From an optimization exercise on the open Yosys and OpenROAD flow, aimed at small area, a short achievable clock period and few clock cycles per item; shortcuts taken in it are not production practice.
RTL that was checked went through simulation tests only; none was proved equivalent to the original.
The RTL of runs 2 and 3 was laid out without a check of its function.
No activity file was given, so power comes from the tool's default toggle rates.

==> flow/design.v, too long to show whole: its modules and the start of the top module <==
// module ivl2n_lane: 1071 lines
// module ivl2n_merge: 109 lines
// module ivl2n_sqrt: 81 lines
// module int8_vector_l2_norm: 137 lines
module int8_vector_l2_norm
(
  input  logic        clk_i,
  input  logic        rst_ni,
  input  logic        in_valid,
  output logic        in_ready,
  input  logic [7:0]  in_sample_0,
  input  logic [7:0]  in_sample_1,
  input  logic [7:0]  in_sample_2,
  input  logic [7:0]  in_sample_3,
  input  logic [7:0]  in_sample_4,
  input  logic [7:0]  in_sample_5,
  input  logic [7:0]  in_sample_6,
  input  logic [7:0]  in_sample_7,
  input  logic [3:0]  in_lane_count,
  input  logic        in_last,
  output logic        out_valid,
  input  logic        out_ready,
  output logic [38:0] out_sum_of_squares,
  output logic [27:0] out_norm_fixed,
  output logic        out_overflow
);
  // ...
==> flow/flow/run.sh <==
#!/bin/bash
# The standard layout (the standard.sh, unchanged synthesis and steps), with the port
# buffers that global placement inserts made from the plain buffer family (sky130_fd_sc_hd__buf_1,
# which repair may upsize) instead of the tool's default pick, a delay buffer.
set -euo pipefail
export BUFFER_PORTS_ARGS="-buffer_cell sky130_fd_sc_hd__buf_1"
bash standard.sh > standard.log 2>&1
==> flow/standard.sh <==
#!/bin/bash
# synth_recipe.tcl (not shown) runs the flow's synth.tcl, then flattens the netlist and writes it again
# the make line also repeats each setting of config.mk as NAME=value (left out here)
make -C /OpenROAD-flow-scripts/flow DESIGN_CONFIG=/design/flow/config.mk WORK_HOME=/design/flow/orfs CLKGATE_MAP_FILE= SYNTH_SCRIPT=/design/flow/synth_recipe.tcl "${@:-finish}"
==> flow/config.mk <==
export PLATFORM = sky130hd
export DESIGN_NAME = int8_vector_l2_norm
export DESIGN_NICKNAME = int8_vector_l2_norm
export VERILOG_FILES = /design/flow/design.v
export SDC_FILE = /design/flow/constraint.sdc
export NUM_CORES = 4
export LEC_CHECK = 0
export CAP_MARGIN = 20
export CORE_MARGIN = 2
export CORE_UTILIZATION = 60
export SETUP_SLACK_MARGIN = 3.5
export SLEW_MARGIN = 20
==> flow/constraint.sdc <==
create_clock -name core_clock -period 6.5 [get_ports {clk_i}]
set_input_delay 1.3000 -clock core_clock [delete_from_list [all_inputs] [get_ports {clk_i}]]
set_output_delay 1.3000 -clock core_clock [all_outputs]
set_load 0.01 [all_outputs]
==> impl_metrics.env, run 1 <==
export IMPL_fin_ws_ps=3460
export IMPL_worstPathArrival_ps=3550
export IMPL_die_width_um=212
export IMPL_power_combinational_mw=6.84
export IMPL_ir_drop_v=0.000258
export IMPL_routedWlPerCell_um=18.6
export IMPL_drc=0
export IMPL_multi_input_gates=1779
export IMPL_drv_slew=0
export IMPL_regMostFlops="a_mag_q"
export IMPL_hp_start="u_lane.st1_q[6]"
export IMPL_synth_top_family_by_area="adder cells"
export IMPL_cts_tree="yes"
export IMPL_outcome="finished clean"
export IMPL_synth_top_area_share=0.256
export IMPL_timing_rr_start="u_merge.hold_top_q[9]"
export IMPL_clock_tree_area_fraction=0.0557
export IMPL_placed_cell_area_sq_um=26800
export IMPL_root_buffer="clkbuf_16"
export IMPL_fin_crit_sh=0.467
export IMPL_fin_setup_tns_ps=0
export IMPL_instances_no_fill=3379
export IMPL_seq_area_frac=0.344
export IMPL_top_layer="met4"
export IMPL_gp_congestion=0.979
export IMPL_ys_seq_elements=444
export IMPL_maxCapViolCount=0
export IMPL_max_freq_mhz=329
export IMPL_final_cell_mix="305 x inv_1, 291 x dfxtp_1, 246 x nor2_1, 197 x fa_1, 179 x and2_1"
export IMPL_syn_nets=2973
export IMPL_layout_drive_gt1_share=0.102
export IMPL_vias=18900
export IMPL_crit_family="simple AND/OR/NAND/NOR gates"
export IMPL_cp_common_cell="nor2_1"
export IMPL_fin_crit_ps=3040
export IMPL_drtIter0Drc=1247
export IMPL_cp_depth=14
export IMPL_core_area_sq_um=42800
export IMPL_critPathLaunchType="flip-flop"
export IMPL_utilization=0.683
export IMPL_power_total_mw=14.3
export IMPL_ff_latch_area_sq_um=10000
export IMPL_synthSimpleGateAreaFrac=0.178
Testbench counts, summed over its fixed seeds: cycles 29,676, vectors 1,600.
==> inputs of run 2 (changes only) <==
--- a/flow/design.v
+++ b/flow/design.v
@@ -865,231 +865,250 @@
   assign p209 = mag_i[7][1] & mag_i[7][5];
   assign p210 = mag_i[7][1] & mag_i[7][6];
   assign p211 = mag_i[7][2] & mag_i[7][4];
   assign p212 = mag_i[7][2] & mag_i[7][5];
   assign p213 = mag_i[7][2] & mag_i[7][6];
   assign p214 = mag_i[7][3] & mag_i[7][5];
   assign p215 = mag_i[7][3] & mag_i[7][6];
   assign p216 = mag_i[7][4] & mag_i[7][6];
-  assign {c218, s217} = 2'(mag_i[0][0]) + 2'(mag_i[1][0]) + 2'(mag_i[2][0]);
-  assign {c220, s219} = 2'(mag_i[3][0]) + 2'(mag_i[4][0]) + 2'(mag_i[5][0]);
-  assign {c222, s221} = 2'(p1) + 2'(p28) + 2'(p55);
-  assign {c224, s223} = 2'(p82) + 2'(p109) + 2'(p136);
-  assign {c226, s225} = 2'(p2) + 2'(p13) + 2'(p29);
-  assign {c228, s227} = 2'(p40) + 2'(p56) + 2'(p67);
-  assign {c230, s229} = 2'(p83) + 2'(p94) + 2'(p110);
-  assign {c232, s231} = 2'(p121) + 2'(p137) + 2'(p148);
-  assign {c234, s233} = 2'(p164) + 2'(p175) + 2'(p191);
-  assign {c236, s235} = 2'(p3) + 2'(p14) + 2'(p30);
-  assign {c238, s237} = 2'(p41) + 2'(p57) + 2'(p68);
-  assign {c240, s239} = 2'(p84) + 2'(p95) + 2'(p111);
-  assign {c242, s241} = 2'(p122) + 2'(p138) + 2'(p149);
-  assign {c244, s243} = 2'(p165) + 2'(p176) + 2'(p192);
-  assign {c246, s245} = 2'(p4) + 2'(p15) + 2'(p18);
-  assign {c248, s247} = 2'(p31) + 2'(p42) + 2'(p45);
-  assign {c250, s249} = 2'(p58) + 2'(p69) + 2'(p72);
-  assign {c252, s251} = 2'(p85) + 2'(p96) + 2'(p99);
-  assign {c254, s253} = 2'(p112) + 2'(p123) + 2'(p126);
-  assign {c256, s255} = 2'(p139) + 2'(p150) + 2'(p153);
-  assign {c258, s257} = 2'(p166) + 2'(p177) + 2'(p180);
-  assign {c260, s259} = 2'(p193) + 2'(p204) + 2'(p207);
-  assign {c262, s261} = 2'(p5) + 2'(p16) + 2'(p19);
-  assign {c264, s263} = 2'(p32) + 2'(p43) + 2'(p46);
-  assign {c266, s265} = 2'(p59) + 2'(p70) + 2'(p73);
-  assign {c268, s267} = 2'(p86) + 2'(p97) + 2'(p100);
-  assign {c270, s269} = 2'(p113) + 2'(p124) + 2'(p127);
-  assign {c272, s271} = 2'(p140) + 2'(p151) + 2'(p154);
-  assign {c274, s273} = 2'(p167) + 2'(p178) + 2'(p181);
-  assign {c276, s275} = 2'(p194) + 2'(p205) + 2'(p208);
-  assign {c278, s277} = 2'(p6) + 2'(p17) + 2'(p20);
-  assign {c280, s279} = 2'(p22) + 2'(p33) + 2'(p44);
-  assign {c282, s281} = 2'(p47) + 2'(p49) + 2'(p60);
-  assign {c284, s283} = 2'(p71) + 2'(p74) + 2'(p76);
-  assign {c286, s285} = 2'(p87) + 2'(p98) + 2'(p101);
-  assign {c288, s287} = 2'(p103) + 2'(p114) + 2'(p125);
-  assign {c290, s289} = 2'(p128) + 2'(p130) + 2'(p141);
-  assign {c292, s291} = 2'(p152) + 2'(p155) + 2'(p157);
-  assign {c294, s293} = 2'(p168) + 2'(p179) + 2'(p182);
-  assign {c296, s295} = 2'(p184) + 2'(p195) + 2'(p206);
-  assign {c298, s297} = 2'(p7) + 2'(p21) + 2'(p23);
-  assign {c300, s299} = 2'(p34) + 2'(p48) + 2'(p50);
-  assign {c302, s301} = 2'(p61) + 2'(p75) + 2'(p77);
-  assign {c304, s303} = 2'(p88) + 2'(p102) + 2'(p104);
-  assign {c306, s305} = 2'(p115) + 2'(p129) + 2'(p131);
-  assign {c308, s307} = 2'(p142) + 2'(p156) + 2'(p158);
-  assign {c310, s309} = 2'(p169) + 2'(p183) + 2'(p185);
-  assign {c312, s311} = 2'(p196) + 2'(p210) + 2'(p212);
-  assign {c314, s313} = 2'(p8) + 2'(p24) + 2'(p25);
-  assign {c316, s315} = 2'(p35) + 2'(p51) + 2'(p52);
-  assign {c318, s317} = 2'(p62) + 2'(p78) + 2'(p79);
-  assign {c320, s319} = 2'(p89) + 2'(p105) + 2'(p106);
-  assign {c322, s321} = 2'(p116) + 2'(p132) + 2'(p133);
-  assign {c324, s323} = 2'(p143) + 2'(p159) + 2'(p160);
-  assign {c326, s325} = 2'(p170) + 2'(p186) + 2'(p187);
-  assign {c328, s327} = 2'(p197) + 2'(p213) + 2'(p214);
-  assign {c330, s329} = 2'(p9) + 2'(p26) + 2'(p36);
-  assign {c332, s331} = 2'(p53) + 2'(p63) + 2'(p80);
-  assign {c334, s333} = 2'(p90) + 2'(p107) + 2'(p117);
-  assign {c336, s335} = 2'(p134) + 2'(p144) + 2'(p161);
-  assign {c338, s337} = 2'(p171) + 2'(p188) + 2'(p198);
-  assign {c340, s339} = 2'(p10) + 2'(p27) + 2'(p37);
-  assign {c342, s341} = 2'(p54) + 2'(p64) + 2'(p81);
-  assign {c344, s343} = 2'(p91) + 2'(p108) + 2'(p118);
-  assign {c346, s345} = 2'(p135) + 2'(p145) + 2'(p162);
-  assign {c348, s347} = 2'(p172) + 2'(p189) + 2'(p199);
-  assign {c350, s349} = 2'(p11) + 2'(p38) + 2'(p65);
-  assign {c352, s351} = 2'(p92) + 2'(p119) + 2'(p146);
-  assign {c354, s353} = 2'(p12) + 2'(p39) + 2'(p66);
-  assign {c356, s355} = 2'(p93) + 2'(p120) + 2'(p147);
-  assign {c358, s357} = 2'(mag_i[0][7]) + 2'(mag_i[1][7]) + 2'(mag_i[2][7]);
-  assign {c360, s359} = 2'(mag_i[3][7]) + 2'(mag_i[4][7]) + 2'(mag_i[5][7]);
-  assign {c362, s361} = 2'(s217) + 2'(s219) + 2'(mag_i[6][0]);
-  assign {c364, s363} = 2'(s221) + 2'(s223) + 2'(p163);
-  assign {c366, s365} = 2'(c222) + 2'(c224) + 2'(s225);
-  assign {c368, s367} = 2'(s227) + 2'(s229) + 2'(s231);
-  assign {c370, s369} = 2'(c226) + 2'(c228) + 2'(c230);
-  assign {c372, s371} = 2'(c232) + 2'(c234) + 2'(s235);
-  assign {c374, s373} = 2'(s237) + 2'(s239) + 2'(s241);
-  assign {c376, s375} = 2'(c236) + 2'(c238) + 2'(c240);
-  assign {c378, s377} = 2'(c242) + 2'(c244) + 2'(s245);
-  assign {c380, s379} = 2'(s247) + 2'(s249) + 2'(s251);
-  assign {c382, s381} = 2'(s253) + 2'(s255) + 2'(s257);
-  assign {c384, s383} = 2'(c246) + 2'(c248) + 2'(c250);
-  assign {c386, s385} = 2'(c252) + 2'(c254) + 2'(c256);
-  assign {c388, s387} = 2'(c258) + 2'(c260) + 2'(s261);
-  assign {c390, s389} = 2'(s263) + 2'(s265) + 2'(s267);
-  assign {c392, s391} = 2'(s269) + 2'(s271) + 2'(s273);
-  assign {c394, s393} = 2'(c262) + 2'(c264) + 2'(c266);
-  assign {c396, s395} = 2'(c268) + 2'(c270) + 2'(c272);
-  assign {c398, s397} = 2'(c274) + 2'(c276) + 2'(s277);
-  assign {c400, s399} = 2'(s279) + 2'(s281) + 2'(s283);
-  assign {c402, s401} = 2'(s285) + 2'(s287) + 2'(s289);
-  assign {c404, s403} = 2'(s291) + 2'(s293) + 2'(s295);
-  assign {c406, s405} = 2'(c278) + 2'(c280) + 2'(c282);
-  assign {c408, s407} = 2'(c284) + 2'(c286) + 2'(c288);
-  assign {c410, s409} = 2'(c290) + 2'(c292) + 2'(c294);
-  assign {c412, s411} = 2'(c296) + 2'(s297) + 2'(s299);
-  assign {c414, s413} = 2'(s301) + 2'(s303) + 2'(s305);
-  assign {c416, s415} = 2'(s307) + 2'(s309) + 2'(s311);
-  assign {c418, s417} = 2'(c298) + 2'(c300) + 2'(c302);
-  assign {c420, s419} = 2'(c304) + 2'(c306) + 2'(c308);
-  assign {c422, s421} = 2'(c310) + 2'(c312) + 2'(s313);
-  assign {c424, s423} = 2'(s315) + 2'(s317) + 2'(s319);
-  assign {c426, s425} = 2'(s321) + 2'(s323) + 2'(s325);
-  assign {c428, s427} = 2'(c314) + 2'(c316) + 2'(c318);
-  assign {c430, s429} = 2'(c320) + 2'(c322) + 2'(c324);
-  assign {c432, s431} = 2'(c326) + 2'(c328) + 2'(s329);
-  assign {c434, s433} = 2'(s331) + 2'(s333) + 2'(s335);
-  assign {c436, s435} = 2'(c330) + 2'(c332) + 2'(c334);
-  assign {c438, s437} = 2'(c336) + 2'(c338) + 2'(s339);
-  assign {c440, s439} = 2'(s341) + 2'(s343) + 2'(s345);
-  assign {c442, s441} = 2'(c340) + 2'(c342) + 2'(c344);
-  assign {c444, s443} = 2'(c346) + 2'(c348) + 2'(s349);
-  assign {c446, s445} = 2'(s351) + 2'(p173) + 2'(p200);
-  assign {c448, s447} = 2'(c350) + 2'(c352) + 2'(s353);
-  assign {c450, s449} = 2'(s355) + 2'(p174) + 2'(p201);
-  assign {c452, s451} = 2'(c354) + 2'(c356) + 2'(s357);
-  assign {c454, s453} = 2'(s359) + 2'(mag_i[6][7]) + 2'(mag_i[7][7]);
-  assign {c456, s455} = 2'(c362) + 2'(c218) + 2'(c220);
-  assign {c458, s457} = 2'(c364) + 2'(s365) + 2'(s367);
-  assign {c460, s459} = 2'(c366) + 2'(c368) + 2'(s369);
-  assign {c462, s461} = 2'(s371) + 2'(s373) + 2'(s243);
-  assign {c464, s463} = 2'(c370) + 2'(c372) + 2'(c374);
-  assign {c466, s465} = 2'(s375) + 2'(s377) + 2'(s379);
-  assign {c468, s467} = 2'(c376) + 2'(c378) + 2'(c380);
-  assign {c470, s469} = 2'(c382) + 2'(s383) + 2'(s385);
-  assign {c472, s471} = 2'(s387) + 2'(s389) + 2'(s391);
-  assign {c474, s473} = 2'(c384) + 2'(c386) + 2'(c388);
-  assign {c476, s475} = 2'(c390) + 2'(c392) + 2'(s393);
-  assign {c478, s477} = 2'(s395) + 2'(s397) + 2'(s399);
-  assign {c480, s479} = 2'(s401) + 2'(s403) + 2'(p209);
-  assign {c482, s481} = 2'(c394) + 2'(c396) + 2'(c398);
-  assign {c484, s483} = 2'(c400) + 2'(c402) + 2'(c404);
-  assign {c486, s485} = 2'(s405) + 2'(s407) + 2'(s409);
-  assign {c488, s487} = 2'(s411) + 2'(s413) + 2'(s415);
-  assign {c490, s489} = 2'(c406) + 2'(c408) + 2'(c410);
-  assign {c492, s491} = 2'(c412) + 2'(c414) + 2'(c416);
-  assign {c494, s493} = 2'(s417) + 2'(s419) + 2'(s421);
-  assign {c496, s495} = 2'(s423) + 2'(s425) + 2'(s327);
-  assign {c498, s497} = 2'(c418) + 2'(c420) + 2'(c422);
-  assign {c500, s499} = 2'(c424) + 2'(c426) + 2'(s427);
-  assign {c502, s501} = 2'(s429) + 2'(s431) + 2'(s433);
-  assign {c504, s503} = 2'(c428) + 2'(c430) + 2'(c432);
-  assign {c506, s505} = 2'(c434) + 2'(s435) + 2'(s437);
-  assign {c508, s507} = 2'(s439) + 2'(s347) + 2'(p216);
-  assign {c510, s509} = 2'(c436) + 2'(c438) + 2'(c440);
-  assign {c512, s511} = 2'(s441) + 2'(s443) + 2'(s445);
-  assign {c514, s513} = 2'(c442) + 2'(c444) + 2'(c446);
-  assign {c516, s515} = 2'(c448) + 2'(c450) + 2'(s451);
-  assign {c518, s517} = 2'(c452) + 2'(c454) + 2'(c358);
-  assign {c520, s519} = 2'(c456) + 2'(s363) + 2'(p190);
-  assign {c522, s521} = 2'(s457) + 2'(s233) + 2'(p202);
-  assign {c524, s523} = 2'(c458) + 2'(s459) + 2'(s461);
-  assign {c526, s525} = 2'(c460) + 2'(c462) + 2'(s463);
-  assign {c528, s527} = 2'(s465) + 2'(s381) + 2'(s259);
-  assign {c530, s529} = 2'(c464) + 2'(c466) + 2'(s467);
-  assign {c532, s531} = 2'(s469) + 2'(s471) + 2'(s275);
-  assign {c534, s533} = 2'(c468) + 2'(c470) + 2'(c472);
-  assign {c536, s535} = 2'(s473) + 2'(s475) + 2'(s477);
-  assign {c538, s537} = 2'(c474) + 2'(c476) + 2'(c478);
-  assign {c540, s539} = 2'(c480) + 2'(s481) + 2'(s483);
-  assign {c542, s541} = 2'(c482) + 2'(c484) + 2'(c486);
-  assign {c544, s543} = 2'(c488) + 2'(s489) + 2'(s491);
-  assign {c546, s545} = 2'(c490) + 2'(c492) + 2'(c494);
-  assign {c548, s547} = 2'(c496) + 2'(s497) + 2'(s499);
-  assign {c550, s549} = 2'(s501) + 2'(s337) + 2'(p215);
-  assign {c552, s551} = 2'(c498) + 2'(c500) + 2'(c502);
-  assign {c554, s553} = 2'(s503) + 2'(s505) + 2'(s507);
-  assign {c556, s555} = 2'(c504) + 2'(c506) + 2'(c508);
-  assign {c558, s557} = 2'(c510) + 2'(c512) + 2'(s513);
-  assign {c560, s559} = 2'(c514) + 2'(s515) + 2'(s453);
-  assign {c562, s561} = 2'(c516) + 2'(s517) + 2'(c360);
-  assign {c564, s563} = 2'(st1_q[16]) + 2'(st1_q[17]) + 2'(st1_q[18]);
-  assign {c566, s565} = 2'(st1_q[22]) + 2'(st1_q[23]) + 2'(st1_q[24]);
-  assign {c568, s567} = 2'(st1_q[25]) + 2'(st1_q[26]);
-  assign {c570, s569} = 2'(st1_q[28]) + 2'(st1_q[29]) + 2'(st1_q[30]);
-  assign {c572, s571} = 2'(st1_q[31]) + 2'(st1_q[32]) + 2'(st1_q[33]);
-  assign {c574, s573} = 2'(st1_q[34]) + 2'(st1_q[35]) + 2'(st1_q[36]);
-  assign {c576, s575} = 2'(st1_q[37]) + 2'(st1_q[38]);
-  assign {c578, s577} = 2'(st1_q[39]) + 2'(st1_q[40]) + 2'(st1_q[41]);
-  assign {c580, s579} = 2'(st1_q[42]) + 2'(st1_q[43]);
-  assign {c582, s581} = 2'(st1_q[44]) + 2'(st1_q[45]) + 2'(st1_q[46]);
-  assign {c584, s583} = 2'(st1_q[47]) + 2'(st1_q[48]);
-  assign {c586, s585} = 2'(st1_q[49]) + 2'(st1_q[50]) + 2'(st1_q[51]);
-  assign {c588, s587} = 2'(st1_q[12]) + 2'(st1_q[13]);
-  assign {c590, s589} = 2'(s563) + 2'(st1_q[19]) + 2'(st1_q[20]);
-  assign {c592, s591} = 2'(s565) + 2'(s567) + 2'(st1_q[27]);
-  assign {c594, s593} = 2'(s569) + 2'(s571) + 2'(c566);
-  assign {c596, s595} = 2'(s573) + 2'(s575) + 2'(c570);
-  assign {c598, s597} = 2'(s577) + 2'(s579) + 2'(c574);
-  assign {c600, s599} = 2'(s581) + 2'(s583) + 2'(c578);
-  assign {c602, s601} = 2'(s585) + 2'(st1_q[52]) + 2'(c582);
-  assign {c604, s603} = 2'(st1_q[53]) + 2'(st1_q[54]);
-  assign {c606, s605} = 2'(st2_q[6]) + 2'(st2_q[7]);
-  assign {c608, s607} = 2'(st2_q[9]) + 2'(st2_q[10]) + 2'(st2_q[11]);
-  assign {c610, s609} = 2'(st2_q[12]) + 2'(st2_q[13]) + 2'(st2_q[14]);
-  assign {c612, s611} = 2'(st2_q[15]) + 2'(st2_q[16]) + 2'(st2_q[17]);
-  assign {c614, s613} = 2'(st2_q[18]) + 2'(st2_q[19]) + 2'(st2_q[20]);
-  assign {c616, s615} = 2'(st2_q[21]) + 2'(st2_q[22]) + 2'(st2_q[23]);
-  assign {c618, s617} = 2'(st2_q[24]) + 2'(st2_q[25]) + 2'(st2_q[26]);
-  assign {c620, s619} = 2'(st2_q[27]) + 2'(st2_q[28]) + 2'(st2_q[29]);
-  assign {c622, s621} = 2'(st2_q[30]) + 2'(st2_q[31]) + 2'(st2_q[32]);
-  assign {c624, s623} = 2'(st2_q[33]) + 2'(st2_q[34]) + 2'(st2_q[35]);
-  assign {c626, s625} = 2'(st2_q[36]) + 2'(st2_q[37]) + 2'(st2_q[38]);
-  assign {c628, s627} = 2'(st2_q[39]) + 2'(st2_q[40]) + 2'(st2_q[41]);
-  assign {c630, s629} = 2'(st2_q[42]) + 2'(st2_q[43]);
+  ivl2n_fa u_s217 (.a_i(mag_i[0][0]), .b_i(mag_i[1][0]), .c_i(mag_i[2][0]), .s_o(s217), .c_o(c218));
+  ivl2n_fa u_s219 (.a_i(mag_i[3][0]), .b_i(mag_i[4][0]), .c_i(mag_i[5][0]), .s_o(s219), .c_o(c220));
+  ivl2n_fa u_s221 (.a_i(p1), .b_i(p28), .c_i(p55), .s_o(s221), .c_o(c222));
+  ivl2n_fa u_s223 (.a_i(p82), .b_i(p109), .c_i(p136), .s_o(s223), .c_o(c224));
+  ivl2n_fa u_s225 (.a_i(p2), .b_i(p13), .c_i(p29), .s_o(s225), .c_o(c226));
+  ivl2n_fa u_s227 (.a_i(p40), .b_i(p56), .c_i(p67), .s_o(s227), .c_o(c228));
+  ivl2n_fa u_s229 (.a_i(p83), .b_i(p94), .c_i(p110), .s_o(s229), .c_o(c230));
+  ivl2n_fa u_s231 (.a_i(p121), .b_i(p137), .c_i(p148), .s_o(s231), .c_o(c232));
+  ivl2n_fa u_s233 (.a_i(p164), .b_i(p175), .c_i(p191), .s_o(s233), .c_o(c234));
+  ivl2n_fa u_s235 (.a_i(p3), .b_i(p14), .c_i(p30), .s_o(s235), .c_o(c236));
+  ivl2n_fa u_s237 (.a_i(p41), .b_i(p57), .c_i(p68), .s_o(s237), .c_o(c238));
+  ivl2n_fa u_s239 (.a_i(p84), .b_i(p95), .c_i(p111), .s_o(s239), .c_o(c240));
+  ivl2n_fa u_s241 (.a_i(p122), .b_i(p138), .c_i(p149), .s_o(s241), .c_o(c242));
+  ivl2n_fa u_s243 (.a_i(p165), .b_i(p176), .c_i(p192), .s_o(s243), .c_o(c244));
+  ivl2n_fa u_s245 (.a_i(p4), .b_i(p15), .c_i(p18), .s_o(s245), .c_o(c246));
+  ivl2n_fa u_s247 (.a_i(p31), .b_i(p42), .c_i(p45), .s_o(s247), .c_o(c248));
+  ivl2n_fa u_s249 (.a_i(p58), .b_i(p69), .c_i(p72), .s_o(s249), .c_o(c250));
+  ivl2n_fa u_s251 (.a_i(p85), .b_i(p96), .c_i(p99), .s_o(s251), .c_o(c252));
+  ivl2n_fa u_s253 (.a_i(p112), .b_i(p123), .c_i(p126), .s_o(s253), .c_o(c254));
+  ivl2n_fa u_s255 (.a_i(p139), .b_i(p150), .c_i(p153), .s_o(s255), .c_o(c256));
+  ivl2n_fa u_s257 (.a_i(p166), .b_i(p177), .c_i(p180), .s_o(s257), .c_o(c258));
+  ivl2n_fa u_s259 (.a_i(p193), .b_i(p204), .c_i(p207), .s_o(s259), .c_o(c260));
+  ivl2n_fa u_s261 (.a_i(p5), .b_i(p16), .c_i(p19), .s_o(s261), .c_o(c262));
+  ivl2n_fa u_s263 (.a_i(p32), .b_i(p43), .c_i(p46), .s_o(s263), .c_o(c264));
+  ivl2n_fa u_s265 (.a_i(p59), .b_i(p70), .c_i(p73), .s_o(s265), .c_o(c266));
+  ivl2n_fa u_s267 (.a_i(p86), .b_i(p97), .c_i(p100), .s_o(s267), .c_o(c268));
+  ivl2n_fa u_s269 (.a_i(p113), .b_i(p124), .c_i(p127), .s_o(s269), .c_o(c270));
+  ivl2n_fa u_s271 (.a_i(p140), .b_i(p151), .c_i(p154), .s_o(s271), .c_o(c272));
+  ivl2n_fa u_s273 (.a_i(p167), .b_i(p178), .c_i(p181), .s_o(s273), .c_o(c274));
+  ivl2n_fa u_s275 (.a_i(p194), .b_i(p205), .c_i(p208), .s_o(s275), .c_o(c276));
+  ivl2n_fa u_s277 (.a_i(p6), .b_i(p17), .c_i(p20), .s_o(s277), .c_o(c278));
+  ivl2n_fa u_s279 (.a_i(p22), .b_i(p33), .c_i(p44), .s_o(s279), .c_o(c280));
+  ivl2n_fa u_s281 (.a_i(p47), .b_i(p49), .c_i(p60), .s_o(s281), .c_o(c282));
+  ivl2n_fa u_s283 (.a_i(p71), .b_i(p74), .c_i(p76), .s_o(s283), .c_o(c284));
+  ivl2n_fa u_s285 (.a_i(p87), .b_i(p98), .c_i(p101), .s_o(s285), .c_o(c286));
+  ivl2n_fa u_s287 (.a_i(p103), .b_i(p114), .c_i(p125), .s_o(s287), .c_o(c288));
+  ivl2n_fa u_s289 (.a_i(p128), .b_i(p130), .c_i(p141), .s_o(s289), .c_o(c290));
+  ivl2n_fa u_s291 (.a_i(p152), .b_i(p155), .c_i(p157), .s_o(s291), .c_o(c292));
+  ivl2n_fa u_s293 (.a_i(p168), .b_i(p179), .c_i(p182), .s_o(s293), .c_o(c294));
+  ivl2n_fa u_s295 (.a_i(p184), .b_i(p195), .c_i(p206), .s_o(s295), .c_o(c296));
+  ivl2n_fa u_s297 (.a_i(p7), .b_i(p21), .c_i(p23), .s_o(s297), .c_o(c298));
+  ivl2n_fa u_s299 (.a_i(p34), .b_i(p48), .c_i(p50), .s_o(s299), .c_o(c300));
+  ivl2n_fa u_s301 (.a_i(p61), .b_i(p75), .c_i(p77), .s_o(s301), .c_o(c302));
+  ivl2n_fa u_s303 (.a_i(p88), .b_i(p102), .c_i(p104), .s_o(s303), .c_o(c304));
+  ivl2n_fa u_s305 (.a_i(p115), .b_i(p129), .c_i(p131), .s_o(s305), .c_o(c306));
+  ivl2n_fa u_s307 (.a_i(p142), .b_i(p156), .c_i(p158), .s_o(s307), .c_o(c308));
+  ivl2n_fa u_s309 (.a_i(p169), .b_i(p183), .c_i(p185), .s_o(s309), .c_o(c310));
+  ivl2n_fa u_s311 (.a_i(p196), .b_i(p210), .c_i(p212), .s_o(s311), .c_o(c312));
+  ivl2n_fa u_s313 (.a_i(p8), .b_i(p24), .c_i(p25), .s_o(s313), .c_o(c314));
+  ivl2n_fa u_s315 (.a_i(p35), .b_i(p51), .c_i(p52), .s_o(s315), .c_o(c316));
+  ivl2n_fa u_s317 (.a_i(p62), .b_i(p78), .c_i(p79), .s_o(s317), .c_o(c318));
+  ivl2n_fa u_s319 (.a_i(p89), .b_i(p105), .c_i(p106), .s_o(s319), .c_o(c320));
+  ivl2n_fa u_s321 (.a_i(p116), .b_i(p132), .c_i(p133), .s_o(s321), .c_o(c322));
+  ivl2n_fa u_s323 (.a_i(p143), .b_i(p159), .c_i(p160), .s_o(s323), .c_o(c324));
+  ivl2n_fa u_s325 (.a_i(p170), .b_i(p186), .c_i(p187), .s_o(s325), .c_o(c326));
+  ivl2n_fa u_s327 (.a_i(p197), .b_i(p213), .c_i(p214), .s_o(s327), .c_o(c328));
+  ivl2n_fa u_s329 (.a_i(p9), .b_i(p26), .c_i(p36), .s_o(s329), .c_o(c330));
+  ivl2n_fa u_s331 (.a_i(p53), .b_i(p63), .c_i(p80), .s_o(s331), .c_o(c332));
+  ivl2n_fa u_s333 (.a_i(p90), .b_i(p107), .c_i(p117), .s_o(s333), .c_o(c334));
+  ivl2n_fa u_s335 (.a_i(p134), .b_i(p144), .c_i(p161), .s_o(s335), .c_o(c336));
+  ivl2n_fa u_s337 (.a_i(p171), .b_i(p188), .c_i(p198), .s_o(s337), .c_o(c338));
+  ivl2n_fa u_s339 (.a_i(p10), .b_i(p27), .c_i(p37), .s_o(s339), .c_o(c340));
+  ivl2n_fa u_s341 (.a_i(p54), .b_i(p64), .c_i(p81), .s_o(s341), .c_o(c342));
+  ivl2n_fa u_s343 (.a_i(p91), .b_i(p108), .c_i(p118), .s_o(s343), .c_o(c344));
+  ivl2n_fa u_s345 (.a_i(p135), .b_i(p145), .c_i(p162), .s_o(s345), .c_o(c346));
+  ivl2n_fa u_s347 (.a_i(p172), .b_i(p189), .c_i(p199), .s_o(s347), .c_o(c348));
+  ivl2n_fa u_s349 (.a_i(p11), .b_i(p38), .c_i(p65), .s_o(s349), .c_o(c350));
+  ivl2n_fa u_s351 (.a_i(p92), .b_i(p119), .c_i(p146), .s_o(s351), .c_o(c352));
+  ivl2n_fa u_s353 (.a_i(p12), .b_i(p39), .c_i(p66), .s_o(s353), .c_o(c354));
+  ivl2n_fa u_s355 (.a_i(p93), .b_i(p120), .c_i(p147), .s_o(s355), .c_o(c356));
+  ivl2n_fa u_s357 (.a_i(mag_i[0][7]), .b_i(mag_i[1][7]), .c_i(mag_i[2][7]), .s_o(s357), .c_o(c358));
+  ivl2n_fa u_s359 (.a_i(mag_i[3][7]), .b_i(mag_i[4][7]), .c_i(mag_i[5][7]), .s_o(s359), .c_o(c360));
+  ivl2n_fa u_s361 (.a_i(s217), .b_i(s219), .c_i(mag_i[6][0]), .s_o(s361), .c_o(c362));
+  ivl2n_fa u_s363 (.a_i(s221), .b_i(s223), .c_i(p163), .s_o(s363), .c_o(c364));
+  ivl2n_fa u_s365 (.a_i(c222), .b_i(c224), .c_i(s225), .s_o(s365), .c_o(c366));
+  ivl2n_fa u_s367 (.a_i(s227), .b_i(s229), .c_i(s231), .s_o(s367), .c_o(c368));
+  ivl2n_fa u_s369 (.a_i(c226), .b_i(c228), .c_i(c230), .s_o(s369), .c_o(c370));
+  ivl2n_fa u_s371 (.a_i(c232), .b_i(c234), .c_i(s235), .s_o(s371), .c_o(c372));
+  ivl2n_fa u_s373 (.a_i(s237), .b_i(s239), .c_i(s241), .s_o(s373), .c_o(c374));
+  ivl2n_fa u_s375 (.a_i(c236), .b_i(c238), .c_i(c240), .s_o(s375), .c_o(c376));
+  ivl2n_fa u_s377 (.a_i(c242), .b_i(c244), .c_i(s245), .s_o(s377), .c_o(c378));
+  ivl2n_fa u_s379 (.a_i(s247), .b_i(s249), .c_i(s251), .s_o(s379), .c_o(c380));
+  ivl2n_fa u_s381 (.a_i(s253), .b_i(s255), .c_i(s257), .s_o(s381), .c_o(c382));
+  ivl2n_fa u_s383 (.a_i(c246), .b_i(c248), .c_i(c250), .s_o(s383), .c_o(c384));
+  ivl2n_fa u_s385 (.a_i(c252), .b_i(c254), .c_i(c256), .s_o(s385), .c_o(c386));
+  ivl2n_fa u_s387 (.a_i(c258), .b_i(c260), .c_i(s261), .s_o(s387), .c_o(c388));
+  ivl2n_fa u_s389 (.a_i(s263), .b_i(s265), .c_i(s267), .s_o(s389), .c_o(c390));
+  ivl2n_fa u_s391 (.a_i(s269), .b_i(s271), .c_i(s273), .s_o(s391), .c_o(c392));
+  ivl2n_fa u_s393 (.a_i(c262), .b_i(c264), .c_i(c266), .s_o(s393), .c_o(c394));
+  ivl2n_fa u_s395 (.a_i(c268), .b_i(c270), .c_i(c272), .s_o(s395), .c_o(c396));
+  ivl2n_fa u_s397 (.a_i(c274), .b_i(c276), .c_i(s277), .s_o(s397), .c_o(c398));
+  ivl2n_fa u_s399 (.a_i(s279), .b_i(s281), .c_i(s283), .s_o(s399), .c_o(c400));
+  ivl2n_fa u_s401 (.a_i(s285), .b_i(s287), .c_i(s289), .s_o(s401), .c_o(c402));
+  ivl2n_fa u_s403 (.a_i(s291), .b_i(s293), .c_i(s295), .s_o(s403), .c_o(c404));
+  ivl2n_fa u_s405 (.a_i(c278), .b_i(c280), .c_i(c282), .s_o(s405), .c_o(c406));
+  ivl2n_fa u_s407 (.a_i(c284), .b_i(c286), .c_i(c288), .s_o(s407), .c_o(c408));
+  ivl2n_fa u_s409 (.a_i(c290), .b_i(c292), .c_i(c294), .s_o(s409), .c_o(c410));
+  ivl2n_fa u_s411 (.a_i(c296), .b_i(s297), .c_i(s299), .s_o(s411), .c_o(c412));
+  ivl2n_fa u_s413 (.a_i(s301), .b_i(s303), .c_i(s305), .s_o(s413), .c_o(c414));
+  ivl2n_fa u_s415 (.a_i(s307), .b_i(s309), .c_i(s311), .s_o(s415), .c_o(c416));
+  ivl2n_fa u_s417 (.a_i(c298), .b_i(c300), .c_i(c302), .s_o(s417), .c_o(c418));
+  ivl2n_fa u_s419 (.a_i(c304), .b_i(c306), .c_i(c308), .s_o(s419), .c_o(c420));
+  ivl2n_fa u_s421 (.a_i(c310), .b_i(c312), .c_i(s313), .s_o(s421), .c_o(c422));
+  ivl2n_fa u_s423 (.a_i(s315), .b_i(s317), .c_i(s319), .s_o(s423), .c_o(c424));
+  ivl2n_fa u_s425 (.a_i(s321), .b_i(s323), .c_i(s325), .s_o(s425), .c_o(c426));
+  ivl2n_fa u_s427 (.a_i(c314), .b_i(c316), .c_i(c318), .s_o(s427), .c_o(c428));
+  ivl2n_fa u_s429 (.a_i(c320), .b_i(c322), .c_i(c324), .s_o(s429), .c_o(c430));
+  ivl2n_fa u_s431 (.a_i(c326), .b_i(c328), .c_i(s329), .s_o(s431), .c_o(c432));
+  ivl2n_fa u_s433 (.a_i(s331), .b_i(s333), .c_i(s335), .s_o(s433), .c_o(c434));
+  ivl2n_fa u_s435 (.a_i(c330), .b_i(c332), .c_i(c334), .s_o(s435), .c_o(c436));
+  ivl2n_fa u_s437 (.a_i(c336), .b_i(c338), .c_i(s339), .s_o(s437), .c_o(c438));
+  ivl2n_fa u_s439 (.a_i(s341), .b_i(s343), .c_i(s345), .s_o(s439), .c_o(c440));
+  ivl2n_fa u_s441 (.a_i(c340), .b_i(c342), .c_i(c344), .s_o(s441), .c_o(c442));
+  ivl2n_fa u_s443 (.a_i(c346), .b_i(c348), .c_i(s349), .s_o(s443), .c_o(c444));
+  ivl2n_fa u_s445 (.a_i(s351), .b_i(p173), .c_i(p200), .s_o(s445), .c_o(c446));
+  ivl2n_fa u_s447 (.a_i(c350), .b_i(c352), .c_i(s353), .s_o(s447), .c_o(c448));
+  ivl2n_fa u_s449 (.a_i(s355), .b_i(p174), .c_i(p201), .s_o(s449), .c_o(c450));
+  ivl2n_fa u_s451 (.a_i(c354), .b_i(c356), .c_i(s357), .s_o(s451), .c_o(c452));
+  ivl2n_fa u_s453 (.a_i(s359), .b_i(mag_i[6][7]), .c_i(mag_i[7][7]), .s_o(s453), .c_o(c454));
+  ivl2n_fa u_s455 (.a_i(c362), .b_i(c218), .c_i(c220), .s_o(s455), .c_o(c456));
+  ivl2n_fa u_s457 (.a_i(c364), .b_i(s365), .c_i(s367), .s_o(s457), .c_o(c458));
+  ivl2n_fa u_s459 (.a_i(c366), .b_i(c368), .c_i(s369), .s_o(s459), .c_o(c460));
+  ivl2n_fa u_s461 (.a_i(s371), .b_i(s373), .c_i(s243), .s_o(s461), .c_o(c462));
+  ivl2n_fa u_s463 (.a_i(c370), .b_i(c372), .c_i(c374), .s_o(s463), .c_o(c464));
+  ivl2n_fa u_s465 (.a_i(s375), .b_i(s377), .c_i(s379), .s_o(s465), .c_o(c466));
+  ivl2n_fa u_s467 (.a_i(c376), .b_i(c378), .c_i(c380), .s_o(s467), .c_o(c468));
+  ivl2n_fa u_s469 (.a_i(c382), .b_i(s383), .c_i(s385), .s_o(s469), .c_o(c470));
+  ivl2n_fa u_s471 (.a_i(s387), .b_i(s389), .c_i(s391), .s_o(s471), .c_o(c472));
+  ivl2n_fa u_s473 (.a_i(c384), .b_i(c386), .c_i(c388), .s_o(s473), .c_o(c474));
+  ivl2n_fa u_s475 (.a_i(c390), .b_i(c392), .c_i(s393), .s_o(s475), .c_o(c476));
+  ivl2n_fa u_s477 (.a_i(s395), .b_i(s397), .c_i(s399), .s_o(s477), .c_o(c478));
+  ivl2n_fa u_s479 (.a_i(s401), .b_i(s403), .c_i(p209), .s_o(s479), .c_o(c480));
+  ivl2n_fa u_s481 (.a_i(c394), .b_i(c396), .c_i(c398), .s_o(s481), .c_o(c482));
+  ivl2n_fa u_s483 (.a_i(c400), .b_i(c402), .c_i(c404), .s_o(s483), .c_o(c484));
+  ivl2n_fa u_s485 (.a_i(s405), .b_i(s407), .c_i(s409), .s_o(s485), .c_o(c486));
+  ivl2n_fa u_s487 (.a_i(s411), .b_i(s413), .c_i(s415), .s_o(s487), .c_o(c488));
+  ivl2n_fa u_s489 (.a_i(c406), .b_i(c408), .c_i(c410), .s_o(s489), .c_o(c490));
+  ivl2n_fa u_s491 (.a_i(c412), .b_i(c414), .c_i(c416), .s_o(s491), .c_o(c492));
+  ivl2n_fa u_s493 (.a_i(s417), .b_i(s419), .c_i(s421), .s_o(s493), .c_o(c494));
+  ivl2n_fa u_s495 (.a_i(s423), .b_i(s425), .c_i(s327), .s_o(s495), .c_o(c496));
+  ivl2n_fa u_s497 (.a_i(c418), .b_i(c420), .c_i(c422), .s_o(s497), .c_o(c498));
+  ivl2n_fa u_s499 (.a_i(c424), .b_i(c426), .c_i(s427), .s_o(s499), .c_o(c500));
+  ivl2n_fa u_s501 (.a_i(s429), .b_i(s431), .c_i(s433), .s_o(s501), .c_o(c502));
+  ivl2n_fa u_s503 (.a_i(c428), .b_i(c430), .c_i(c432), .s_o(s503), .c_o(c504));
+  ivl2n_fa u_s505 (.a_i(c434), .b_i(s435), .c_i(s437), .s_o(s505), .c_o(c506));
+  ivl2n_fa u_s507 (.a_i(s439), .b_i(s347), .c_i(p216), .s_o(s507), .c_o(c508));
+  ivl2n_fa u_s509 (.a_i(c436), .b_i(c438), .c_i(c440), .s_o(s509), .c_o(c510));
+  ivl2n_fa u_s511 (.a_i(s441), .b_i(s443), .c_i(s445), .s_o(s511), .c_o(c512));
+  ivl2n_fa u_s513 (.a_i(c442), .b_i(c444), .c_i(c446), .s_o(s513), .c_o(c514));
+  ivl2n_fa u_s515 (.a_i(c448), .b_i(c450), .c_i(s451), .s_o(s515), .c_o(c516));
+  ivl2n_fa u_s517 (.a_i(c452), .b_i(c454), .c_i(c358), .s_o(s517), .c_o(c518));
+  ivl2n_fa u_s519 (.a_i(c456), .b_i(s363), .c_i(p190), .s_o(s519), .c_o(c520));
+  ivl2n_fa u_s521 (.a_i(s457), .b_i(s233), .c_i(p202), .s_o(s521), .c_o(c522));
+  ivl2n_fa u_s523 (.a_i(c458), .b_i(s459), .c_i(s461), .s_o(s523), .c_o(c524));
+  ivl2n_fa u_s525 (.a_i(c460), .b_i(c462), .c_i(s463), .s_o(s525), .c_o(c526));
+  ivl2n_fa u_s527 (.a_i(s465), .b_i(s381), .c_i(s259), .s_o(s527), .c_o(c528));
+  ivl2n_fa u_s529 (.a_i(c464), .b_i(c466), .c_i(s467), .s_o(s529), .c_o(c530));
+  ivl2n_fa u_s531 (.a_i(s469), .b_i(s471), .c_i(s275), .s_o(s531), .c_o(c532));
+  ivl2n_fa u_s533 (.a_i(c468), .b_i(c470), .c_i(c472), .s_o(s533), .c_o(c534));
+  ivl2n_fa u_s535 (.a_i(s473), .b_i(s475), .c_i(s477), .s_o(s535), .c_o(c536));
+  ivl2n_fa u_s537 (.a_i(c474), .b_i(c476), .c_i(c478), .s_o(s537), .c_o(c538));
+  ivl2n_fa u_s539 (.a_i(c480), .b_i(s481), .c_i(s483), .s_o(s539), .c_o(c540));
+  ivl2n_fa u_s541 (.a_i(c482), .b_i(c484), .c_i(c486), .s_o(s541), .c_o(c542));
+  ivl2n_fa u_s543 (.a_i(c488), .b_i(s489), .c_i(s491), .s_o(s543), .c_o(c544));
+  ivl2n_fa u_s545 (.a_i(c490), .b_i(c492), .c_i(c494), .s_o(s545), .c_o(c546));
+  ivl2n_fa u_s547 (.a_i(c496), .b_i(s497), .c_i(s499), .s_o(s547), .c_o(c548));
+  ivl2n_fa u_s549 (.a_i(s501), .b_i(s337), .c_i(p215), .s_o(s549), .c_o(c550));
+  ivl2n_fa u_s551 (.a_i(c498), .b_i(c500), .c_i(c502), .s_o(s551), .c_o(c552));
+  ivl2n_fa u_s553 (.a_i(s503), .b_i(s505), .c_i(s507), .s_o(s553), .c_o(c554));
+  ivl2n_fa u_s555 (.a_i(c504), .b_i(c506), .c_i(c508), .s_o(s555), .c_o(c556));
+  ivl2n_fa u_s557 (.a_i(c510), .b_i(c512), .c_i(s513), .s_o(s557), .c_o(c558));
+  ivl2n_fa u_s559 (.a_i(c514), .b_i(s515), .c_i(s453), .s_o(s559), .c_o(c560));
+  ivl2n_fa u_s561 (.a_i(c516), .b_i(s517), .c_i(c360), .s_o(s561), .c_o(c562));
+  ivl2n_fa u_s563 (.a_i(st1_q[16]), .b_i(st1_q[17]), .c_i(st1_q[18]), .s_o(s563), .c_o(c564));
+  ivl2n_fa u_s565 (.a_i(st1_q[22]), .b_i(st1_q[23]), .c_i(st1_q[24]), .s_o(s565), .c_o(c566));
+  ivl2n_ha u_s567 (.a_i(st1_q[25]), .b_i(st1_q[26]), .s_o(s567), .c_o(c568));
+  ivl2n_fa u_s569 (.a_i(st1_q[28]), .b_i(st1_q[29]), .c_i(st1_q[30]), .s_o(s569), .c_o(c570));
+  ivl2n_fa u_s571 (.a_i(st1_q[31]), .b_i(st1_q[32]), .c_i(st1_q[33]), .s_o(s571), .c_o(c572));
+  ivl2n_fa u_s573 (.a_i(st1_q[34]), .b_i(st1_q[35]), .c_i(st1_q[36]), .s_o(s573), .c_o(c574));
+  ivl2n_ha u_s575 (.a_i(st1_q[37]), .b_i(st1_q[38]), .s_o(s575), .c_o(c576));
+  ivl2n_fa u_s577 (.a_i(st1_q[39]), .b_i(st1_q[40]), .c_i(st1_q[41]), .s_o(s577), .c_o(c578));
+  ivl2n_ha u_s579 (.a_i(st1_q[42]), .b_i(st1_q[43]), .s_o(s579), .c_o(c580));
+  ivl2n_fa u_s581 (.a_i(st1_q[44]), .b_i(st1_q[45]), .c_i(st1_q[46]), .s_o(s581), .c_o(c582));
+  ivl2n_ha u_s583 (.a_i(st1_q[47]), .b_i(st1_q[48]), .s_o(s583), .c_o(c584));
+  ivl2n_fa u_s585 (.a_i(st1_q[49]), .b_i(st1_q[50]), .c_i(st1_q[51]), .s_o(s585), .c_o(c586));
+  ivl2n_ha u_s587 (.a_i(st1_q[12]), .b_i(st1_q[13]), .s_o(s587), .c_o(c588));
+  ivl2n_fa u_s589 (.a_i(s563), .b_i(st1_q[19]), .c_i(st1_q[20]), .s_o(s589), .c_o(c590));
+  ivl2n_fa u_s591 (.a_i(s565), .b_i(s567), .c_i(st1_q[27]), .s_o(s591), .c_o(c592));
+  ivl2n_fa u_s593 (.a_i(s569), .b_i(s571), .c_i(c566), .s_o(s593), .c_o(c594));
+  ivl2n_fa u_s595 (.a_i(s573), .b_i(s575), .c_i(c570), .s_o(s595), .c_o(c596));
+  ivl2n_fa u_s597 (.a_i(s577), .b_i(s579), .c_i(c574), .s_o(s597), .c_o(c598));
+  ivl2n_fa u_s599 (.a_i(s581), .b_i(s583), .c_i(c578), .s_o(s599), .c_o(c600));
+  ivl2n_fa u_s601 (.a_i(s585), .b_i(st1_q[52]), .c_i(c582), .s_o(s601), .c_o(c602));
+  ivl2n_ha u_s603 (.a_i(st1_q[53]), .b_i(st1_q[54]), .s_o(s603), .c_o(c604));
+  ivl2n_ha u_s605 (.a_i(st2_q[6]), .b_i(st2_q[7]), .s_o(s605), .c_o(c606));
+  ivl2n_fa u_s607 (.a_i(st2_q[9]), .b_i(st2_q[10]), .c_i(st2_q[11]), .s_o(s607), .c_o(c608));
+  ivl2n_fa u_s609 (.a_i(st2_q[12]), .b_i(st2_q[13]), .c_i(st2_q[14]), .s_o(s609), .c_o(c610));
+  ivl2n_fa u_s611 (.a_i(st2_q[15]), .b_i(st2_q[16]), .c_i(st2_q[17]), .s_o(s611), .c_o(c612));
+  ivl2n_fa u_s613 (.a_i(st2_q[18]), .b_i(st2_q[19]), .c_i(st2_q[20]), .s_o(s613), .c_o(c614));
+  ivl2n_fa u_s615 (.a_i(st2_q[21]), .b_i(st2_q[22]), .c_i(st2_q[23]), .s_o(s615), .c_o(c616));
+  ivl2n_fa u_s617 (.a_i(st2_q[24]), .b_i(st2_q[25]), .c_i(st2_q[26]), .s_o(s617), .c_o(c618));
+  ivl2n_fa u_s619 (.a_i(st2_q[27]), .b_i(st2_q[28]), .c_i(st2_q[29]), .s_o(s619), .c_o(c620));
+  ivl2n_fa u_s621 (.a_i(st2_q[30]), .b_i(st2_q[31]), .c_i(st2_q[32]), .s_o(s621), .c_o(c622));
+  ivl2n_fa u_s623 (.a_i(st2_q[33]), .b_i(st2_q[34]), .c_i(st2_q[35]), .s_o(s623), .c_o(c624));
+  ivl2n_fa u_s625 (.a_i(st2_q[36]), .b_i(st2_q[37]), .c_i(st2_q[38]), .s_o(s625), .c_o(c626));
+  ivl2n_fa u_s627 (.a_i(st2_q[39]), .b_i(st2_q[40]), .c_i(st2_q[41]), .s_o(s627), .c_o(c628));
+  ivl2n_ha u_s629 (.a_i(st2_q[42]), .b_i(st2_q[43]), .s_o(s629), .c_o(c630));
   assign row_a = {c630, s629, s627, s625, s623, s621, s619, s617, s615, s613, s611, s609, s607, s605, st2_q[4], st2_q[3], st2_q[2], st2_q[0]};
   assign row_b = {1'b0, c628, c626, c624, c622, c620, c618, c616, c614, c612, c610, c608, c606, st2_q[8], st2_q[5], 1'b0, 1'b0, st2_q[1]};
   always_ff @(posedge clk_i) begin
     st1_q <= {c518, c562, s561, c560, s559, c558, s449, s447, s557, c556, s511, s509, s555, c554, c552, s553, s551, c550, c548, c546, s549, s547, s545, c544, c542, s495, s493, s543, s541, c540, c538, s487, s485, s539, s537, c536, c534, p211, s479, s535, s533, c532, c530, s531, s529, c528, c526, s527, s525, c524, p203, s523, c522, s521, c520, s519, s455, mag_i[7][0], s361};
     st2_q <= {st1_q[58], st1_q[57], c604, st1_q[56], st1_q[55], c602, c586, s603, c600, c584, s601, c598, c580, s599, c596, c576, s597, c594, c572, s595, c592, c568, s593, c590, c564, s591, c588, st1_q[21], s589, st1_q[15], st1_q[14], s587, st1_q[11], st1_q[10], st1_q[9], st1_q[8], st1_q[7], st1_q[6], st1_q[5], st1_q[4], st1_q[3], st1_q[2], st1_q[1], st1_q[0]};
     ssq_o <= valid_i ? row_a + row_b : '0;
   end
 endmodule
+module ivl2n_fa
+(
+  input  logic a_i,
+  input  logic b_i,
+  input  logic c_i,
+  output logic s_o,
+  output logic c_o
+);
+  assign {c_o, s_o} = 2'(a_i) + 2'(b_i) + 2'(c_i);
+endmodule
+module ivl2n_ha
+(
+  input  logic a_i,
+  input  logic b_i,
+  output logic s_o,
+  output logic c_o
+);
+  assign {c_o, s_o} = 2'(a_i) + 2'(b_i);
+endmodule
 import ivl2n_pkg::*;
 module ivl2n_merge
 (
   input  logic                  clk_i,
   input  logic                  rst_ni,
   input  logic                  valid_i,     
   input  logic                  valid_nx_i,  
   input  logic                  last_i,
==> flow/run.sh (new file) <==
#!/bin/bash
# synth_recipe.tcl (not shown) runs the flow's synth.tcl, then flattens the netlist and writes it again
# the make line also repeats each setting of config.mk as NAME=value (left out here)
make -C /OpenROAD-flow-scripts/flow DESIGN_CONFIG=/design/flow/config.mk WORK_HOME=/design/flow/orfs CLKGATE_MAP_FILE= SYNTH_SCRIPT=/design/flow/synth_recipe.tcl finish
--- a/flow/config.mk
+++ b/flow/config.mk
@@ -5,8 +5,10 @@
 export SDC_FILE = /design/flow/constraint.sdc
 export NUM_CORES = 4
 export LEC_CHECK = 0
 export CAP_MARGIN = 20
 export CORE_MARGIN = 2
 export CORE_UTILIZATION = 60
 export SETUP_SLACK_MARGIN = 3.5
 export SLEW_MARGIN = 20
+export SYNTH_HIERARCHICAL = 1
+export SYNTH_MINIMUM_KEEP_SIZE = 0
removed: flow/flow/run.sh
removed: flow/standard.sh
==> run 2 against run 1 <==
Critical endpoint is now u_sqrt.rem_q[3]. Hold slack better by 0.62 ps. Fmax down 2.8%. Largest cell class unchanged. Power up 3.7%. Synthesized area down 2.7%.
==> impl_metrics.env, run 2 <==
export IMPL_hp_start="a_lanes_q[2]"
export IMPL_maxCapViolCount=0
export IMPL_clockBufferDepth=3
export IMPL_drv_slew=0
export IMPL_regMostFlops="a_mag_q"
export IMPL_vias=18400
export IMPL_clock_power_share=0.184
export IMPL_drt_wl_total_mm=62.5
export IMPL_async_reset_ff_frac=0.0248
export IMPL_worstHoldPathType="flip-flop to flip-flop"
export IMPL_grt_first_pass_wirelength_mm=99.7
export IMPL_dpl_hpwl_mm=46.3
export IMPL_syn_avg_cell_area_sq_um=10.5
export IMPL_clkTransAtPathRegs_ps=70
export IMPL_fillers=3010
export IMPL_gp_congestion=0.950
export IMPL_root_buffer="clkbuf_16"
export IMPL_maxSlewHeadroom=0.241
export IMPL_cts_buffers=47
export IMPL_final_common_cell="dfxtp_1"
export IMPL_rsz0062_at_grt="true"
export IMPL_grt_pass1_vias=19300
export IMPL_fp_row_count=74
export IMPL_min_to="b1_lanes_q[2]"
export IMPL_grt_overflow_total=0
export IMPL_synth_top_area_cell="dfxtp_1"
export IMPL_setup_viol=0
export IMPL_power_density_nw_per_um2=501
export IMPL_power_leakage_nw=12.1
export IMPL_timing_rr_start="u_merge.hold_top_q[3]"
export IMPL_fin_setup_tns_ps=0
export IMPL_largest_reg_flops=64
export IMPL_pwr_share_seq=0.315
export IMPL_synthCells=2398
export IMPL_groute_usage_overall=0.288
export IMPL_initial_utilization=0.612
export IMPL_diodes=0
export IMPL_syn_to_final_growth_pct=17.6
export IMPL_synth_seq_area_share=0.396
export IMPL_synth_common_cells="331 x dfxtp_1, 206 x nor2_1, 201 x fa_1"
export IMPL_syn_nets=2765
export IMPL_fin_crit_sh=0.481
export IMPL_pre_cts_ws_ps=2170
export IMPL_max_freq_mhz=320
export IMPL_whs_path_depth=0
export IMPL_yosysWarnings=10
export IMPL_fin_nets=2977
export IMPL_yosys_cell_types_count=97
export IMPL_postCtsHoldBufs=0
export IMPL_synth_edf_count=102
export IMPL_switching_share=0.405
export IMPL_hold_violations=0
export IMPL_top_regs="a_mag_q x64, u_lane.st1_q x59, u_lane.st2_q x44"
export IMPL_rr_worst_depth=16
export IMPL_cts_tree="yes"
export IMPL_synth_flop_cell="dfxtp_1"
export IMPL_final_cell_mix="329 x dfxtp_1, 203 x nor2_1, 201 x fa_1, 187 x and2_1, 163 x nand2_1"
export IMPL_worstPathArrival_ps=3570
export IMPL_r2r_end="u_sqrt.rem_q[3]"
export IMPL_synthTopCellsByArea="dfxtp_1 26%, fa_1 16%, edfxtp_1 12%"
export IMPL_clk_latency_ps=580
export IMPL_dpl_cell_count=3007
export IMPL_switchingPower_mw=6.00
export IMPL_die_h_um=209
export IMPL_end_kind="flip-flop"
export IMPL_internal_power_mw=8.81
export IMPL_grt_max_degree=81
export IMPL_critPathLaunchType="flip-flop"
export IMPL_ant_nets=0
export IMPL_instances_no_fill=3180
export IMPL_fin_crit_ps=3120
export IMPL_core_area_sq_um=41100
export IMPL_clock_sinks=444
export IMPL_routedWlPerCell_um=19.7
export IMPL_ys_seq_elements=444
export IMPL_ios=143
export IMPL_synth_top_area_share=0.264
export IMPL_drtIter0Drc=1103
export IMPL_crit_fanout=4
export IMPL_fin_ws_ps=3380
export IMPL_synth_area_sq_um=25100
export IMPL_skew_ps=16.3
export IMPL_vias_per_cell=5.80
export IMPL_dr_pass1_iters=5
export IMPL_htree_levels=2
export IMPL_io_buffers=142
export IMPL_ir_drop_v=0.000289
export IMPL_die_width_um=209
export IMPL_combinationalPowerShare=0.502
export IMPL_worst_pin_slew_ps=1130
export IMPL_fp_dieArea_sq_um=43600
export IMPL_rrSetupSlack_ps=3380
export IMPL_synth_most_common_cell="dfxtp_1"
export IMPL_layout_drive_gt1_share=0.103
export IMPL_antenna_found_initial=0
export IMPL_path_class="flip-flop to flip-flop"
export IMPL_drc=0
export IMPL_cp_required_ps=6940
export IMPL_outcome="finished clean"
[run 2: per-module statistics from Yosys (local to each module, per instance)]
module / copies in the design / cells / cell area (sq um)
int8_vector_l2_norm: 1 / 339 / 3440
ivl2n_fa: 199 / 1 / 20.0
ivl2n_ha: 8 / 1 / 12.5
ivl2n_lane: 1 / 470 / 4710
ivl2n_merge: 1 / 777 / 7290
ivl2n_sqrt: 1 / 605 / 5620
[run 2: worst max path at each step]
stage                           from               end  slack (ps)  cells after the start
5_1_grt        u_merge.hold_top_q[4]   u_sqrt.rem_q[3]        3290                     14
2_1_floorplan  u_merge.hold_top_q[4]   u_sqrt.rem_q[3]        3510                     15
3_3_place_gp               out_ready  u_sqrt.pair_q[1]        2230                      9
3_5_place_dp               out_ready  u_sqrt.pair_q[1]        2170                      9
4_1_cts                    out_ready  u_sqrt.pair_q[1]        3500                      9
6_report       u_merge.hold_top_q[3]   u_sqrt.rem_q[3]        3380                     16
[run 2: routing by layer]
metal  track usage  wire length [um]  up-vias  part of all wire
met4         0.135              3050        0             0.049
met1         0.318             23700     8982              0.38
met3        0.0337              2410      185             0.039
li1              -                 -     8776                 -
met2         0.549             33400      506              0.53
met5             0                 0        -                 0
[run 2: final cells by class]
cell class / count / area [sq um] / area share
Timing Repair Buffer: 234 / 2180 / 0.0736
Inverter: 61 / 235 / 0.00795
Clock buffer: 58 / 1300 / 0.0440
Sequential cell: 444 / 9970 / 0.337
Tap cell: 532 / 666 / 0.0225
Multi-Input combinational cell: 1822 / 14900 / 0.505
Clock inverter: 29 / 287 / 0.00969
[run 2: what timing repair did]
item | 4_1_cts | 5_1_grt
gates cloned | 2 | 2
setup endpoints to repair | 94 | 86
setup buffers | 67 | 15
pin swaps | 13 | 10
resized for setup | 39 | 32
[run 2: worst max-delay path, cell delays in order, from the launching register on]
cell and delay (ps):
edfxtp_1 450, buf_4 190, a22o_1 210, a221oi_2 200, nand4_1 140, nor2_2 180, nand3_2 100, a21boi_2 180
ha_1 310, inv_2 50, ha_4 260, a21oi_2 150, xor2_1 160, mux2i_1 100, xnor2_1 130, nor2_1 120
a21oi_1 50
[run 2: power by group through the flow]
stage,combinational (mW),clock [mW],sequential [mW]
final,7.43,2.72,4.66
after global routing,8.31,2.88,4.76
after CTS,7.24,2.77,4.66
after detailed placement,6.98,0,4.74
after global placement,6.75,0,4.71
after floorplan,5.42,0,4.41
[run 2: per-stage QoR]
stage	utilization	cell area, sq um	hold WS, ps	total power, mW
after floorplan	-	25200	310	9.83
after global placement	0.657	27000	310	11.5
after detailed placement	0.657	27000	312	11.7
after CTS	0.712	29300	324	14.7
after global routing	0.720	29600	328	16.0
final	0.720	29600	325	14.8
[run 2: cell families after synthesis]
family / after synthesis / share of synthesized area
and+or+nand+nor: 917 / 0.196
DFF: 444 / 0.396
AOI/OAI and AO/OA: 418 / 0.112
adders and majority gates: 294 / 0.206
xor gates and xnor gates: 162 / 0.0564
buffers and inverters: 135 / 0.0212
muxes: 28 / 0.0114
==> inputs of run 3 (changes only) <==
==> flow/flow/run.sh (new file) <==
#!/bin/bash
# The standard layout (the standard.sh, unchanged synthesis and steps), with the port
# buffers that global placement inserts made from the plain buffer family (sky130_fd_sc_hd__buf_1,
# which repair may upsize) instead of the tool's default pick, a delay buffer.
set -euo pipefail
export BUFFER_PORTS_ARGS="-buffer_cell sky130_fd_sc_hd__buf_1"
bash standard.sh > standard.log 2>&1
==> flow/standard.sh (new file) <==
#!/bin/bash
# synth_recipe.tcl (not shown) runs the flow's synth.tcl, then flattens the netlist and writes it again
# the make line also repeats each setting of config.mk as NAME=value (left out here)
make -C /OpenROAD-flow-scripts/flow DESIGN_CONFIG=/design/flow/config.mk WORK_HOME=/design/flow/orfs CLKGATE_MAP_FILE= SYNTH_SCRIPT=/design/flow/synth_recipe.tcl "${@:-finish}"
--- a/flow/config.mk
+++ b/flow/config.mk
@@ -9,4 +9,5 @@
 export CORE_MARGIN = 2
 export CORE_UTILIZATION = 60
+export CTS_BUF_LIST = sky130_fd_sc_hd__clkbuf_8
 export SETUP_SLACK_MARGIN = 3.5
 export SLEW_MARGIN = 20
removed: flow/run.sh
==> run 3 against run 2 <==
Final cell count is 1.6% higher. Synthesized cell count stayed put. Clock power is 6% lower. Still clean. Utilization is 2.3 points lower. Largest power group unchanged.
==> impl_metrics.env, run 3 <==
export IMPL_outcome="finished clean"
export IMPL_ant_nets=0
export IMPL_worst_pin_slew_ps=991
export IMPL_ios=143
export IMPL_io_buffers=142
export IMPL_cp_required_ps=7060
export IMPL_initial_utilization=0.612
export IMPL_top_regs="a_mag_q x64, u_lane.st1_q x59, u_lane.st2_q x44"
export IMPL_power_density_nw_per_um2=503
export IMPL_synth_edf_count=102
export IMPL_synth_top_area_share=0.264
export IMPL_postCtsHoldBufs=0
export IMPL_drv_slew=0
export IMPL_syn_nets=2765
export IMPL_crit_slowest_cell="edfxtp_1"
export IMPL_fillers=3125
export IMPL_regMostFlops="a_mag_q"
export IMPL_grt_pass1_vias=19100
export IMPL_max_freq_mhz=322
export IMPL_power_total_mw=14.4
export IMPL_critPathLaunchType="flip-flop"
export IMPL_fin_ws_ps=3400
export IMPL_rsz0062_at_grt="true"
export IMPL_worstHoldPathType="flip-flop to flip-flop"
export IMPL_synth_top_area_cell="dfxtp_1"
export IMPL_instances_no_fill=3232
export IMPL_routedWlPerCell_um=19.0
export IMPL_cts_buffers=75
export IMPL_fp_row_count=74
export IMPL_drt_wl_total_mm=61.4
export IMPL_maxCapViolCount=0
export IMPL_clockBufferDepth=3
export IMPL_async_reset_ff_frac=0.0248
export IMPL_synthCells=2398
export IMPL_drtIter0Drc=1093
export IMPL_skew_ps=26.5
export IMPL_utilization=0.697
export IMPL_critPathMaxStageDelay_ps=450
export IMPL_pre_cts_ws_ps=2910
export IMPL_crit_buf_inv=1
export IMPL_vias=18600
export IMPL_die_h_um=209
export IMPL_synth_area_sq_um=25100
export IMPL_ir_drop_v=0.000280
export IMPL_fin_setup_tns_ps=0
export IMPL_groute_usage_overall=0.280
export IMPL_dpl_hpwl_mm=46.3
export IMPL_final_common_cell="dfxtp_1"
export IMPL_largest_reg_flops=64
export IMPL_grt_overflow_total=0
export IMPL_vias_per_cell=5.75
export IMPL_yosys_cell_types_count=97
export IMPL_crit_family="compound AO/OA/AOI/OAI gates"
export IMPL_path_class="flip-flop to flip-flop"
export IMPL_die_width_um=209
export IMPL_grt_max_degree=83
export IMPL_synthTopCellsByArea="dfxtp_1 26%, fa_1 16%, edfxtp_1 12%"
export IMPL_synth_common_cells="331 x dfxtp_1, 206 x nor2_1, 201 x fa_1"
export IMPL_fin_crit_ps=3100
export IMPL_design_area_sq_um=28700
export IMPL_gp_congestion=0.934
export IMPL_syn_to_final_growth_pct=13.9
export IMPL_syn_avg_cell_area_sq_um=10.5
export IMPL_clock_sinks=444
export IMPL_startpoint="u_merge.hold_top_q[18]"
export IMPL_clk_latency_ps=640
export IMPL_final_cell_mix="330 x dfxtp_1, 203 x nor2_1, 201 x fa_1, 187 x and2_1, 162 x nand2_1"
export IMPL_fp_dieArea_sq_um=43600
export IMPL_multi_input_area_sq_um=14900
export IMPL_setup_viol=0
export IMPL_ff_latch_area_sq_um=9970
export IMPL_clkTransAtPathRegs_ps=60
export IMPL_hp_start="u_lane.st1_q[56]"
export IMPL_worstPathArrival_ps=3660
export IMPL_htree_levels=3
export IMPL_root_buffer="clkbuf_8"
export IMPL_crit_fanout=4
export IMPL_placed_cell_area_sq_um=26100
export IMPL_timing_rr_start="u_merge.hold_top_q[18]"
export IMPL_maxSlewHeadroom=0.333
export IMPL_hold_violations=0
export IMPL_end_kind="flip-flop"
export IMPL_fin_nets=3007
export IMPL_synth_flop_cell="dfxtp_1"
export IMPL_antenna_found_initial=0
export IMPL_diodes=0
export IMPL_yosysWarnings=10
export IMPL_ys_seq_elements=444
export IMPL_synth_most_common_cell="dfxtp_1"
export IMPL_power_leakage_nw=11.9
export IMPL_cts_tree="yes"
export IMPL_core_area_sq_um=41100
export IMPL_drc=0
export IMPL_layout_drive_gt1_share=0.116
export IMPL_holdWs_ps=325
export IMPL_fin_crit_sh=0.478
export IMPL_dr_pass1_iters=5
export IMPL_synth_seq_area_share=0.396
export IMPL_grt_first_pass_wirelength_mm=97.2
export IMPL_dpl_cell_count=3009
export IMPL_cp_cell_sequence="buf_4, a222oi_1, nand4_1, nor2_4, mux2_2, a2bb2oi_4, nand2_2, ha_4, a21oi_4, xor2_1, mux2i_1, xnor2_1, nor2_1, a21oi_1"
## run 3: cell counts after synthesis
No cell type changed its count.
## run 3: cells by family (layout without fill, tap and decap cells)
logic type                 count (synthesis)  in the layout  synth area share
muxes                                     28             28            0.0114
DFF                                      444            444             0.396
and+or+nand+nor                          917            917             0.196
xor gates and xnor gates                 162            162            0.0564
AOI/OAI and AO/OA                        418            420             0.112
adders and majority gates                294            294             0.206
buffers and inverters                    135            435            0.0212
## run 3: Yosys stat by module (local to each module, per instance)
module	cell area, sq um	cells	times used
ivl2n_ha	12.5	1	8
int8_vector_l2_norm	3440	339	1
ivl2n_lane	4710	470	1
ivl2n_fa	20.0	1	199
ivl2n_sqrt	5620	605	1
ivl2n_merge	7290	777	1
## run 3: timing repair
action / 4_1_cts / 5_1_grt
pin swaps: 6 / 25
setup endpoints to repair: 36 / 31
gates resized for setup: 19 / 44
cloned: 0 / 2
setup buffers: 51 / 33
## run 3: worst register-to-register path, delay by kind of cell, from the launching register on
kind                     cells  cell delay, ps
flip-flops                   1             450
XOR/XNOR                     2             300
multiplexers                 2             570
AO/OA/AOI/OAI                4             690
adder cells (fa/ha/maj)      1             310
buffers and inverters        1             180
AND/OR/NAND/NOR              4             540
## run 3: final timing paths
kind,end,slack (ps),cells past startpoint
worst max-delay path,u_sqrt.rem_q[3],3400,14
worst min-delay path,u_lane.st2_q[40],320,0
worst max register to register,u_sqrt.rem_q[3],3400,14
worst min register to register,u_lane.st2_q[40],320,0
max in group asynchronous,u_merge.clr_q,5450,1
min in group asynchronous,b3_valid_q,640,1
## run 3: layer usage
layer	routed length, um	GRT usage	vias to the layer above
li1	-	-	8840
met1	23200	0.306	8985
met2	32900	0.529	585
met3	2470	0.0418	174
met4	2820	0.136	0
met5	0	0	-
## run 3: cell type report
type,instances,area share
clock inverters,45,0.0114
repair buffers,237,0.0448
clock buffers,92,0.0442
inverters,61,0.00803
flip-flops and latches,444,0.348
multi-input cells,1821,0.520
well taps,532,0.0232
## run 3: power by group
group	switching, mW	leakage, nW	internal, mW
combinational	4.03	7.15	3.15
clock	1.12	0.877	1.45
sequential	0.801	3.84	3.85
total	5.95	11.9	8.45

## port drivers added, routing unchanged
How much do the figures lean on ideal ports? The routed layouts below were timed once more, with nothing changed but the port constraints. Step 1, drivers: a clkbuf_16 drives clk_i and a buf_2 each remaining input, both assumed. Step 2 moves the port delays by t, midway between the first and last clock arrival at a register: inputs arrive t later, outputs are due t later. That takes back most of the time a late clock gives input paths. Slacks: no drivers / after step 1 / after step 2; pairs: no drivers / after step 1.
run	t, ns	slack for setup (ns)	hold WS [ns]	worst slew at a driven data input, ns
run 1	0.638	3.462 / 3.462 / 3.194	0.325 / 0.325 / 0.325	0.05
run 2	0.631	3.376 / 3.376 / 3.015	0.325 / 0.325 / 0.325	0.05
run 3	0.681	3.396 / 3.396 / 2.881	0.325 / 0.325 / 0.325	0.05
After both steps setup and hold are still met in every run listed. The setup slack of run 3, which loses most, moves by 0.000 ns with the drivers and by -0.515 ns with both steps.
